This is an optimization exercise on Yosys and OpenROAD, whose aim is a short achievable clock period and few clock cycles per item, not a production implementation.
The RTL of this run was laid out without a check of its function.
No activity file was given, so power comes from the tool's default toggle rates.

[flow/run.sh]
#!/bin/bash
# synth_recipe.tcl (not shown) runs the flow's synth.tcl, then flattens the netlist and writes it again
# the make line also repeats each setting of config.mk as NAME=value (left out here)
make -C /OpenROAD-flow-scripts/flow DESIGN_CONFIG=/design/flow/config.mk WORK_HOME=/design/flow/orfs CLKGATE_MAP_FILE= SYNTH_SCRIPT=/design/flow/synth_recipe.tcl finish
[flow/constraint.sdc]
create_clock -name core_clock -period 8.0 [get_ports {clock}]
set_input_delay 1.6000 -clock core_clock [delete_from_list [all_inputs] [get_ports {clock}]]
set_output_delay 1.6000 -clock core_clock [all_outputs]
set_load 0.01 [all_outputs]
[flow/config.mk]
export PLATFORM = sky130hd
export DESIGN_NAME = sliding_window_sender
export DESIGN_NICKNAME = sliding_window_sender
export VERILOG_FILES = /design/flow/design.v
export SDC_FILE = /design/flow/constraint.sdc
export NUM_CORES = 4
export LEC_CHECK = 0
export ABC_CLOCK_PERIOD_IN_PS = 2500
export CAP_MARGIN = 20
export CORE_MARGIN = 2
export CORE_UTILIZATION = 40
export SETUP_SLACK_MARGIN = 5
export SLEW_MARGIN = 20
[flow/design.v]
package swsnd_pkg;
   localparam logic [1:0] OP_START  = 2'd0;
   localparam logic [1:0] OP_ACK    = 2'd1;
   localparam logic [1:0] OP_HSDONE = 2'd2;
   localparam logic [1:0] OP_TICK   = 2'd3;
   localparam logic [2:0] EV_SEND      = 3'd0;
   localparam logic [2:0] EV_RESEND    = 3'd1;
   localparam logic [2:0] EV_HANDSHAKE = 3'd2;
   localparam logic [2:0] EV_EARLY     = 3'd3;
   localparam logic [2:0] EV_DONE      = 3'd4;
   localparam logic [1:0] PH_CLOSED   = 2'd0;
   localparam logic [1:0] PH_HANDSHK  = 2'd1;
   localparam logic [1:0] PH_TRANSFER = 2'd2;
   localparam int CMDQ_DEPTH = 2;
   localparam int CMDQ_AW    = 1;
   typedef struct packed {
      logic [15:0] packet_count;
      logic [10:0] last_len;
      logic [15:0] timeout_ticks;
   } cfg_type;
   typedef struct packed {
      logic [1:0]  op;
      logic [15:0] ack_seq;
      logic        seq_in_count;    
   } cmd_type;
   typedef struct packed {
      logic [2:0]  event_res;
      logic [15:0] packet_seq;
      logic [10:0] data_len;
   } result_type;
endpackage
module swsnd_front (
   input  logic        clock,
   input  logic        reset,
   input  logic        req_tvalid,
   output logic        req_tready,
   input  logic [1:0]  kind,
   input  logic [15:0] ack_seq,
   output logic        item_valid,
   output logic [1:0]  item_kind,
   output logic [15:0] item_seq,
   input  logic        item_take
);
   logic        main_valid_ff, skid_valid_ff;
   logic [1:0]  main_kind_ff, skid_kind_ff;
   logic [15:0] main_seq_ff, skid_seq_ff;
   logic        accept, main_free;
   assign req_tready = !skid_valid_ff;
   assign accept     = req_tvalid && !skid_valid_ff;
   assign main_free  = !main_valid_ff || item_take;
   always_ff @(posedge clock) begin
      if (reset) begin
         main_valid_ff <= 1'b0;
         skid_valid_ff <= 1'b0;
      end else begin
         if (main_free) begin
            main_valid_ff <= skid_valid_ff || accept;
            skid_valid_ff <= 1'b0;
         end else if (accept) begin
            skid_valid_ff <= 1'b1;
         end
      end
   end
   always_ff @(posedge clock) begin
      if (main_free) begin
         main_kind_ff <= skid_valid_ff ? skid_kind_ff : kind;
         main_seq_ff  <= skid_valid_ff ? skid_seq_ff  : ack_seq;
      end
      if (!skid_valid_ff) begin
         skid_kind_ff <= kind;
         skid_seq_ff  <= ack_seq;
      end
   end
   assign item_valid = main_valid_ff;
   assign item_kind  = main_kind_ff;
   assign item_seq   = main_seq_ff;
endmodule
module swsnd_cmdq #(
   parameter int W     = 8,
   parameter int DEPTH = 4
) (
   input  logic         clock,
   input  logic         reset,
   input  logic         write,
   input  logic         push,
   input  logic [W-1:0] push_data,
   output logic         full,
   input  logic         pop,
   output logic         not_empty,
   output logic [W-1:0] head
);
   localparam int AW = $clog2(DEPTH);
   logic [W-1:0]  entry_ff [DEPTH];
   logic [AW-1:0] wr_ptr_ff, rd_ptr_ff;
   logic [AW:0]   count_ff, count_in;
   logic          full_ff, not_empty_ff;
   assign full      = full_ff;
   assign not_empty = not_empty_ff;
   assign head      = entry_ff[rd_ptr_ff];
   always_comb begin
      count_in = count_ff;
      if (push && !pop) count_in = count_ff + 1'b1;
      else if (pop && !push) count_in = count_ff - 1'b1;
   end
   always_ff @(posedge clock) begin
      if (reset) begin
         wr_ptr_ff    <= '0;
         rd_ptr_ff    <= '0;
         count_ff     <= '0;
         full_ff      <= 1'b0;
         not_empty_ff <= 1'b0;
      end else begin
         if (push) wr_ptr_ff <= wr_ptr_ff + 1'b1;
         if (pop)  rd_ptr_ff <= rd_ptr_ff + 1'b1;
         count_ff     <= count_in;
         full_ff      <= (count_in == (AW+1)'(DEPTH));
         not_empty_ff <= (count_in != '0);
      end
   end
   always_ff @(posedge clock) begin
      if (write) entry_ff[wr_ptr_ff] <= push_data;
   end
endmodule
module swsnd_back #(
   parameter int DW = 63
) (
   input  logic          clock,
   input  logic          reset,
   input  logic [15:0]   packet_count,
   input  logic [15:0]   timeout_ticks,
   input  logic [15:0]   pc_minus1,
   input  logic [7:0]    pc_lo_onehot,
   input  logic [15:0]   to_minus1,
   input  logic          timeout_zero,
   input  logic          timeout_max,
   input  logic          item_valid,
   input  logic [1:0]    item_kind,
   input  logic [15:0]   item_seq,
   output logic          item_take,
   input  logic          q_full,
   output logic          q_write,
   output logic          q_push,
   output logic [DW-1:0] q_data
);
   localparam logic [1:0] PH_CLOSED   = 2'd0;
   localparam logic [1:0] PH_HANDSHK  = 2'd1;
   localparam logic [1:0] PH_TRANSFER = 2'd2;
   logic [1:0]  phase_ff, phase_in;
   logic [12:0] bh_ff, bh_in;          
   logic [13:0] bhp1_ff, bhp1_in;      
   logic [13:0] bhp2_ff, bhp2_in;      
   logic [2:0]  bl_ff, bl_in;          
   logic [7:0]  bloh_ff, bloh_in;      
   logic [7:0]  acked_ff, acked_in;
   logic [7:0]  outst_ff, outst_in;
   logic [15:0] age_ff [8];
   logic [15:0] age_in [8];
   logic [7:0]  ge_ff, ge_in;          
   logic [12:0] pc_hi;
   logic [2:0]  pc_lo;
   logic [15:0] a;
   logic        a_lt_pc, a_hi0, a_hi1, inwin, ack_ok, slide, set_only;
   logic        is_start, is_ack, is_hsdone, is_tick, active, clear;
   logic [7:0]  run_s, run_j, nlt_s, nlt_j, lt1_s, lt2_s, fire, hs_mask, bln_oh, arot;
   logic [7:0]  age_gep, age_get;
   logic [2:0]  bl_n;
   logic        carry, done, allrun;
   logic        eq_pc0, eq_pc1;
   logic [7:0]  d_emask;
   logic        d_resend;
   logic [2:0]  d_start, d_bl;
   logic [12:0] d_hi0, d_hi1;
   logic        d_lq0, d_lq1;
   logic        d_tail;
   logic [2:0]  d_tail_ev;
   logic [15:0] d_tail_seq;
   assign pc_hi = packet_count[15:3];
   assign pc_lo = packet_count[2:0];
   assign a     = item_seq;
   assign item_take = item_valid && !q_full;
   assign active    = item_take;
   assign is_start  = active && item_kind == 2'd0;
   assign is_ack    = active && item_kind == 2'd1;
   assign is_hsdone = active && item_kind == 2'd2 && phase_ff != PH_CLOSED;
   assign is_tick   = active && item_kind == 2'd3 && phase_ff != PH_CLOSED;
   assign clear     = is_start || is_hsdone;
   assign a_lt_pc  = a < packet_count;
   assign a_hi0    = a[15:3] == bh_ff;
   assign a_hi1    = {1'b0, a[15:3]} == bhp1_ff;
   assign inwin    = (a_hi0 && a[2:0] >= bl_ff) || (a_hi1 && a[2:0] < bl_ff);
   assign ack_ok   = is_ack && phase_ff == PH_TRANSFER && a_lt_pc && inwin && !acked_ff[a[2:0]];
   assign slide    = ack_ok && a_hi0 && a[2:0] == bl_ff;
   assign set_only = ack_ok && !slide;
   always_comb begin
      for (int i = 0; i < 8; i++) begin
         run_s[i] = 1'b0;
         for (int b = 0; b < 8; b++) begin
            logic t;
            t = bloh_ff[b];
            for (int m = 1; m < 8; m++) begin
               if (m <= ((i - b + 8) % 8)) t = t && acked_ff[(b + m) % 8];
            end
            run_s[i] = run_s[i] || t;
         end
      end
      for (int j = 0; j < 8; j++) arot[j] = acked_ff[3'(bl_ff + 3'(j))];
      run_j[0] = 1'b1;
      for (int j = 1; j < 8; j++) run_j[j] = run_j[j-1] && arot[j];
      allrun = &(acked_ff | bloh_ff);
      for (int i = 0; i < 8; i++) bln_oh[i] = allrun ? bloh_ff[i] : (run_s[(i + 7) % 8] && !run_s[i]);
   end
   always_comb begin
      bl_n = '0;
      for (int i = 0; i < 8; i++) if (bln_oh[i]) bl_n = bl_n | 3'(i);
   end
   assign carry  = run_s[7];
   assign eq_pc0 = {1'b0, bh_ff} == {1'b0, pc_hi};
   assign eq_pc1 = bhp1_ff == {1'b0, pc_hi};
   assign done   = (carry ? eq_pc1 : eq_pc0) && ((bln_oh & pc_lo_onehot) != '0);
   always_comb begin
      for (int i = 0; i < 8; i++) begin
         lt1_s[i] = {bhp1_ff, 3'(i)} < {1'b0, packet_count};
         lt2_s[i] = {bhp2_ff, 3'(i)} < {1'b0, packet_count};
         nlt_s[i] = (3'(i) >= bl_ff) ? lt1_s[i] : lt2_s[i];
      end
      for (int j = 0; j < 8; j++) nlt_j[j] = nlt_s[3'(bl_ff + 3'(j))];
      for (int i = 0; i < 8; i++) hs_mask[i] = (pc_hi != '0) || (3'(i) < pc_lo);
   end
   always_comb begin
      for (int i = 0; i < 8; i++) begin
         fire[i]    = is_tick && outst_ff[i] && ge_ff[i] && !timeout_max;
         age_get[i] = age_ff[i] >= timeout_ticks;
         age_gep[i] = timeout_zero || age_ff[i] >= to_minus1;
      end
   end
   always_comb begin
      phase_in = phase_ff;
      bh_in    = bh_ff;
      bhp1_in  = bhp1_ff;
      bhp2_in  = bhp2_ff;
      bl_in    = bl_ff;
      bloh_in  = bloh_ff;
      acked_in = acked_ff;
      outst_in = outst_ff;
      for (int i = 0; i < 8; i++) begin
         if (clear || (slide && run_s[i]) || fire[i]) begin
            age_in[i] = '0;
            ge_in[i]  = timeout_zero;
         end else if (is_tick && outst_ff[i]) begin
            age_in[i] = (age_ff[i] == 16'hFFFF) ? 16'hFFFF : age_ff[i] + 16'd1;
            ge_in[i]  = age_gep[i];
         end else begin
            age_in[i] = age_ff[i];
            ge_in[i]  = age_get[i];
         end
      end
      if (clear) begin
         phase_in = is_start ? PH_HANDSHK : PH_TRANSFER;
         bh_in    = '0;
         bhp1_in  = 14'd1;
         bhp2_in  = 14'd2;
         bl_in    = '0;
         bloh_in  = 8'd1;
         acked_in = '0;
         outst_in = is_start ? 8'd0 : hs_mask;
      end
      if (slide) begin
         if (done) phase_in = PH_CLOSED;
         bl_in   = bl_n;
         bloh_in = bln_oh;
         if (carry) begin
            bh_in   = bhp1_ff[12:0];
            bhp1_in = bhp2_ff;
            bhp2_in = bhp2_ff + 14'd1;
         end
         acked_in = acked_ff & ~run_s;
         outst_in = (outst_ff & ~run_s) | (nlt_s & run_s);
      end
      if (set_only) begin
         acked_in[a[2:0]] = 1'b1;
      end
   end
   always_ff @(posedge clock) begin
      if (reset) phase_ff <= PH_CLOSED;
      else       phase_ff <= phase_in;
   end
   always_ff @(posedge clock) begin
      bh_ff    <= bh_in;
      bhp1_ff  <= bhp1_in;
      bhp2_ff  <= bhp2_in;
      bl_ff    <= bl_in;
      bloh_ff  <= bloh_in;
      acked_ff <= acked_in;
      outst_ff <= outst_in;
      ge_ff    <= ge_in;
      for (int i = 0; i < 8; i++) age_ff[i] <= age_in[i];
   end
   always_comb begin
      d_emask    = '0;
      d_resend   = 1'b0;
      d_start    = '0;
      d_bl       = '0;
      d_hi0      = '0;
      d_hi1      = 13'd1;
      d_lq0      = pc_minus1[15:3] == 13'd0;
      d_lq1      = pc_minus1[15:3] == 13'd1;
      d_tail     = 1'b0;
      d_tail_ev  = 3'd4;
      d_tail_seq = packet_count;
      q_push     = 1'b0;
      if (is_start) begin
         d_tail    = 1'b1;
         d_tail_ev = 3'd2;
         q_push    = 1'b1;
      end
      if (is_ack && phase_ff == PH_HANDSHK) begin
         d_tail     = 1'b1;
         d_tail_ev  = 3'd3;
         d_tail_seq = a;
         q_push     = 1'b1;
      end
      if (is_hsdone) begin
         d_emask = hs_mask;
         q_push  = packet_count != '0;
      end
      if (slide) begin
         d_emask = run_j & nlt_j;
         d_start = bl_ff;
         d_bl    = bl_ff;
         d_hi0   = bhp1_ff[12:0];
         d_hi1   = bhp2_ff[12:0];
         d_lq0   = {1'b0, pc_minus1[15:3]} == bhp1_ff;
         d_lq1   = {1'b0, pc_minus1[15:3]} == bhp2_ff;
         d_tail  = done;
         q_push  = nlt_j[0] || done;
      end
      if (is_tick) begin
         d_emask  = fire;
         d_resend = 1'b1;
         d_bl     = bl_ff;
         d_hi0    = bh_ff;
         d_hi1    = bhp1_ff[12:0];
         d_lq0    = pc_minus1[15:3] == bh_ff;
         d_lq1    = {1'b0, pc_minus1[15:3]} == bhp1_ff;
         q_push   = fire != '0;
      end
   end
   assign q_write = item_take;
   assign q_data  = {d_emask, d_resend, d_start, d_bl, d_hi0, d_hi1, d_lq0, d_lq1,
                     d_tail, d_tail_ev, d_tail_seq};
endmodule
module swsnd_seq #(
   parameter int DW = 63
) (
   input  logic          clock,
   input  logic          reset,
   input  logic [15:0]   pc_minus1,
   input  logic          pc_nonzero,
   input  logic [10:0]   last_len,
   input  logic          q_not_empty,
   input  logic [DW-1:0] q_head,
   output logic          q_pop,
   output logic          rsp_valid,
   input  logic          rsp_ready,
   output logic [2:0]    rsp_ev,
   output logic [15:0]   rsp_seq,
   output logic [10:0]   rsp_len,
   output logic          rsp_last
);
   logic          c_valid_ff;
   logic [DW-1:0] c_ff;
   logic [7:0]    c_emask_ff;
   logic [7:0]    h_emask;
   logic          h_resend;
   logic [2:0]    h_start, h_bl;
   logic [12:0]   h_hi0, h_hi1;
   logic          h_lq0, h_lq1, h_tail;
   logic [2:0]    h_tail_ev;
   logic [15:0]   h_tail_seq;
   logic [2:0]    j, s;
   logic [7:0]    rest;
   logic          has_pkt, wrap, lastlen, emit, finish;
   logic [30:0]   beat;
   logic          o_valid_ff, k_valid_ff;
   logic [30:0]   o_ff, k_ff;
   assign {h_emask, h_resend, h_start, h_bl, h_hi0, h_hi1, h_lq0, h_lq1,
           h_tail, h_tail_ev, h_tail_seq} = c_ff;
   always_comb begin
      j = '0;
      for (int i = 7; i >= 0; i--) if (c_emask_ff[i]) j = 3'(i);
   end
   assign rest    = c_emask_ff & (c_emask_ff - 8'd1);
   assign has_pkt = c_emask_ff != '0;
   assign s       = h_start + j;
   assign wrap    = s < h_bl;
   assign lastlen = pc_nonzero && (wrap ? h_lq1 : h_lq0) && s == pc_minus1[2:0];
   always_comb begin
      if (has_pkt) begin
         beat = {h_resend ? 3'd1 : 3'd0, wrap ? h_hi1 : h_hi0, s,
                 lastlen ? last_len : 11'd1024, rest == '0 && !h_tail};
      end else begin
         beat = {h_tail_ev, h_tail_seq, 11'd0, 1'b1};
      end
   end
   assign emit   = c_valid_ff && !k_valid_ff;
   assign finish = emit && beat[0];
   assign q_pop  = q_not_empty && (!c_valid_ff || finish);
   always_ff @(posedge clock) begin
      if (reset) begin
         c_valid_ff <= 1'b0;
      end else if (!c_valid_ff || finish) begin
         c_valid_ff <= q_not_empty;
      end
   end
   always_ff @(posedge clock) begin
      if (!c_valid_ff || finish) begin
         c_ff       <= q_head;
         c_emask_ff <= q_head[DW-1 -: 8];
      end else if (emit) begin
         c_emask_ff <= rest;
      end
   end
   always_ff @(posedge clock) begin
      if (reset) begin
         o_valid_ff <= 1'b0;
         k_valid_ff <= 1'b0;
      end else if (!o_valid_ff || rsp_ready) begin
         o_valid_ff <= k_valid_ff || emit;
         k_valid_ff <= 1'b0;
      end else if (emit) begin
         k_valid_ff <= 1'b1;
      end
   end
   always_ff @(posedge clock) begin
      if (!o_valid_ff || rsp_ready) o_ff <= k_valid_ff ? k_ff : beat;
      if (!k_valid_ff) k_ff <= beat;
   end
   assign rsp_valid = o_valid_ff;
   assign {rsp_ev, rsp_seq, rsp_len, rsp_last} = o_ff;
endmodule
module sliding_window_sender #(
   parameter int WINDOW_SLOTS  = 8,
   parameter int PAYLOAD_BYTES = 1024
) (
   input  logic        clock,
   input  logic        reset,
   input  logic        req_tvalid,
   output logic        req_tready,
   input  logic [15:0] req_tdata,    
   input  logic [1:0]  req_tuser,    
   output logic        rsp_tvalid,
   input  logic        rsp_tready,
   output logic [31:0] rsp_tdata,    
   output logic [2:0]  rsp_tuser,    
   output logic        rsp_tlast,    
   input  logic        csr_we,
   input  logic [1:0]  csr_index,
   input  logic [15:0] csr_wdata
);
   localparam int DW = 63;
   localparam int QDEPTH = 8;
   logic [15:0] packet_count_ff, timeout_ff, pcm1_ff, tom1_ff;
   logic [7:0]  pcl_oh_ff;
   logic [10:0] last_len_ff;
   logic        pc_nz_ff, tmax_ff, tzero_ff;
   logic          item_valid, item_take;
   logic [1:0]    item_kind;
   logic [15:0]   item_seq;
   logic          q_full, q_write, q_push, q_pop, q_not_empty;
   logic [DW-1:0] q_data, q_head;
   logic [15:0]   rsp_seq;
   logic [10:0]   rsp_len;
   always_ff @(posedge clock) begin
      if (reset) begin
         packet_count_ff <= 16'd1;
         last_len_ff     <= 11'd1024;
         timeout_ff      <= 16'd100;
      end else if (csr_we) begin
         if (csr_index == 2'd0) packet_count_ff <= csr_wdata;
         if (csr_index == 2'd1) last_len_ff     <= csr_wdata[10:0];
         if (csr_index == 2'd2) timeout_ff      <= csr_wdata;
      end
   end
   always_ff @(posedge clock) begin
      pcm1_ff  <= packet_count_ff - 16'd1;
      pc_nz_ff <= packet_count_ff != '0;
      tmax_ff  <= timeout_ff == 16'hFFFF;
      tzero_ff <= timeout_ff == 16'd0;
      tom1_ff  <= timeout_ff - 16'd1;
      pcl_oh_ff <= 8'd1 << packet_count_ff[2:0];
   end
   swsnd_front u_front (
      .clock      (clock),
      .reset      (reset),
      .req_tvalid (req_tvalid),
      .req_tready (req_tready),
      .kind       (req_tuser),
      .ack_seq    (req_tdata),
      .item_valid (item_valid),
      .item_kind  (item_kind),
      .item_seq   (item_seq),
      .item_take  (item_take)
   );
   swsnd_back #(.DW(DW)) u_back (
      .clock         (clock),
      .reset         (reset),
      .packet_count  (packet_count_ff),
      .timeout_ticks (timeout_ff),
      .pc_minus1     (pcm1_ff),
      .pc_lo_onehot  (pcl_oh_ff),
      .to_minus1     (tom1_ff),
      .timeout_zero  (tzero_ff),
      .timeout_max   (tmax_ff),
      .item_valid    (item_valid),
      .item_kind     (item_kind),
      .item_seq      (item_seq),
      .item_take     (item_take),
      .q_full        (q_full),
      .q_write       (q_write),
      .q_push        (q_push),
      .q_data        (q_data)
   );
   swsnd_cmdq #(.W(DW), .DEPTH(QDEPTH)) u_cmdq (
      .clock     (clock),
      .reset     (reset),
      .write     (q_write),
      .push      (q_push),
      .push_data (q_data),
      .full      (q_full),
      .pop       (q_pop),
      .not_empty (q_not_empty),
      .head      (q_head)
   );
   swsnd_seq #(.DW(DW)) u_seq (
      .clock       (clock),
      .reset       (reset),
      .pc_minus1   (pcm1_ff),
      .pc_nonzero  (pc_nz_ff),
      .last_len    (last_len_ff),
      .q_not_empty (q_not_empty),
      .q_head      (q_head),
      .q_pop       (q_pop),
      .rsp_valid   (rsp_tvalid),
      .rsp_ready   (rsp_tready),
      .rsp_ev      (rsp_tuser),
      .rsp_seq     (rsp_seq),
      .rsp_len     (rsp_len),
      .rsp_last    (rsp_tlast)
   );
   assign rsp_tdata = {5'd0, rsp_len, rsp_seq};
endmodule
==> run notes <==
Status: finished clean
Remaining global-route overflow: 0
Largest cells by area after synthesis: edfxtp_1 40%, dfxtp_1 14%, ha_1 8.8%, mux4_2 6.7%, nand2_1 2.5%
# clock sinks: 977
Crit Path Category: flip-flop to flip-flop
Routed Antenna Nets: 0
Internal reg-to-reg setup slack: 4330 ps
Gr usage total: 0.2244
Synthesis Warnings: 7
Vias: 33598
Nets@finish: 4527
Pint: 10.26 mW
Worst Hold Class: flip-flop to flip-flop
Comb power frac: 0.226
Initial antenna violation count: 2
DRT iter0 DRCs: 3449
I/O pin cnt: 79
Largest net degree at the start of global routing: 63
Fin area: 58170 um2
Slew Limit Fails: 0
Least-Margin Pin Slew: 1184 ps
Final hold vios: 0
Post-synthesis cell area: 47550 um2
Number of port buffers: 73
Sw Share: 0.2817
Core area: 117900 um2
Peak supply drop: 245.6 uV
Synthesis-to-finish area growth: 22.34%
Max Fclk: 272.3 MHz
Via/cell ratio: 5.815
Fin crit share: 0.4590
Worst setup margin: 4328 ps
Final wirelength: 140.8 mm
Crit path DAT: 4270 ps
Leading area contributor after synthesis: edfxtp_1
Dpl ws: 3732 ps
Setup total negative slack: 0 ps
First-pass GRT wire length: 206.0 mm
# setup viols final: 0
Sw Pwr: 4.024 mW
Root Buffer: clkbuf_16
# DRC: 0
GRT met1 Usage: 0.3220
Clock transition at path regs: 60 ps
Die Y: 348.8 um
H-tree depth: 3
Top FF cell, synth: edfxtp_1
Clock Skews: 103.6 ps
Critical path data required time: 8600 ps
Commonest non-fill, non-tap cells in the layout: 635 x edfxtp_1, 311 x ha_1, 304 x nand2_1
Post-synth ARST share: 0
CTS buffer count: 106
Clock power share: 0.342
Startpoint types: flip-flop
Maximum net fanout on the critical path: 10
Share of cells above drive strength 1: 0.2596
Max_cap viols: 0
Die ar.: 121700 um2
Initial core utilization: 0.4033
DP Area: 50280 um2
Netlist cell types: 94
Most common cell after layout, fill and taps aside: edfxtp_1
M3 GR Usage: 0.03832
Post-layout minimum cycle time: 3672 ps
Pre-Repair DR Iteration Count: 6
Unrepaired setup endpoints after global routing: yes
Cell count after synthesis: 3873
Worst Setup End Kind: flip-flop
Power, Total: 14.28 mW
GRT Max-Usage Layer: met2
Die width: 348.8 um
Clock Path Buffers: 3
Row count: 126
Finished Core Util: 0.4933
CTS tree: done
Post-synth EDFFs: 635
P per Cell Area: 245.5 nW/um2
FF+latch count, synth: 977
Leak: 21.81 nW
DR WL/cell: 24.37 um
Sequential power share: 0.431
Later-pin clock latency in the skew report: 750 ps
Post-DP HPWL: 86.44 mm
Relative max-transition margin: 0.2025
Yosys top cell area share: 0.4010
Gpl congestion: 0.9101
Vias in the first global route: 32136
Syn Area/Cell: 12.28 um2
Met2 Use GR: 0.3436
Post-synthesis sequential area ratio: 0.5450
-- area by class of cell --
cell class / count / area, um2
diodes: 1 / 2.502
clock buffers: 139 / 2841
clock inverters: 60 / 660.6
fillers: 10185 / 59750
inverters: 110 / 489.2
multi-input cells: 2625 / 22820
flip-flops and latches: 977 / 26070
well taps: 1536 / 1922
repair buffers: 330 / 3367
-- worst paths after layout --
check                                     from                   endpoint  cells after the start
max reg2reg  u_front.main_seq_ff[15]$_DFFE_PP_  u_cmdq.full_ff$_SDFF_PP0_                     12
max          u_front.main_seq_ff[15]$_DFFE_PP_  u_cmdq.full_ff$_SDFF_PP0_                     12
min reg2reg             u_seq.k_ff[15]$_DFF_P_     u_seq.k_ff[15]$_DFF_P_                      2
min                     u_seq.k_ff[15]$_DFF_P_     u_seq.k_ff[15]$_DFF_P_                      2
-- sequential cells by signal, summed over array words and instances (netlist names), 4 cells and up, named ones only --
signal               cells
pcm1_ff                 16
u_seq.o_ff              31
timeout_ff              16
u_back.acked_ff          8
u_cmdq.count_ff          4
tom1_ff                 16
pcl_oh_ff                8
u_seq.c_ff              55
packet_count_ff         16
u_front.skid_seq_ff     16
u_back.ge_ff             8
u_back.age_ff          128
last_len_ff             11
u_back.bhp1_ff          14
u_seq.k_ff              31
u_back.bhp2_ff          14
u_back.bloh_ff           8
u_front.main_seq_ff     16
u_back.bh_ff            13
u_cmdq.entry_ff        504
u_seq.c_emask_ff         8
-- logic make-up after synthesis --
group | share of synthesized area
muxes | 0.09712
xor gates and xnor gates | 0.03331
DFF | 0.5450
buffers and inverters | 0.02402
AOI/OAI and AO/OA | 0.1084
and+or+nand+nor | 0.1031
adders and majority gates | 0.08899
other | 0.00007886
-- cell usage after synthesis (80+ instances only) --
cell type / number
nand2_1: 320
ha_1: 335
mux4_2: 141
clkbuf_1: 134
o21ai_0: 180
inv_1: 108
nor2_1: 232
xor2_1: 106
dfxtp_1: 342
mux2_2: 80
a21o_1: 133
nand3_1: 90
a21oi_1: 220
edfxtp_1: 635
-- per-layer routing --
| metal | share of wire | wire, um |
|---|---|---|
| met4 | 0.034 | 4739 |
| met1 | 0.45 | 62870 |
| met5 | 0 | 0 |
| met2 | 0.45 | 62780 |
| met3 | 0.074 | 10430 |
-- what timing repair did --
item	4_1_cts	5_1_grt
setup endpoints to repair	712	678
cloned	19	9
setup buffers	134	68
hold buffers	0	0
pin swaps	64	88
resized for setup	420	273
-- metrics by stage --
stage,instances,hold slack [ps]
final,5778,460.4
after detailed placement,5348,450.1
after global routing,5777,483.2
after CTS,5700,463.7
after floorplan,3877,422.5
after global placement,5347,437.4
-- power groups by stage --
stage	logic [mW]	registers, mW	clock network (mW)
after CTS	2.91	6.15	4.98
final	3.23	6.16	4.89
after detailed placement	2.46	6.27	0
after global placement	2.44	6.27	0
after global routing	3.47	6.20	5.17
after floorplan	1.78	6.14	0
-- worst max-delay path, cell delays in order, from the launching register on --
cell and delay (ps):
edfxtp_1 530, ha_1 300, nor2_1 100, nand2_1 60, nor3_1 310, and3_4 390
o311ai_4 150, or4_4 580, o21a_4 270, a21o_4 250, a22oi_4 180, xor2_2 210
nor4bb_4 210

[separate check: timing with driven ports]
In the flow no input, the clock included, has a driving cell. The finished layout below was timed again as built, in two steps.
Step 1 assumes that a clkbuf_16 drives the clock port and a buf_2 every other input.
Step 2, shift: input delay + t, output delay - t, t = (earliest + latest rising clock arrival at the registers) / 2. This alone moves slack from input paths to output paths.
a / b / c = ideal ports / drivers / drivers and shift; a / b = the first two.
shift t [ns]: 0.771
setup WS [ns]: 4.328 / 4.328 / 4.328
worst slew at a driven data input, ns: 0.04
After both steps this run still meets setup and hold. The setup slack of this run moves by 0.000 ns with the drivers and by 0.000 ns with both steps.
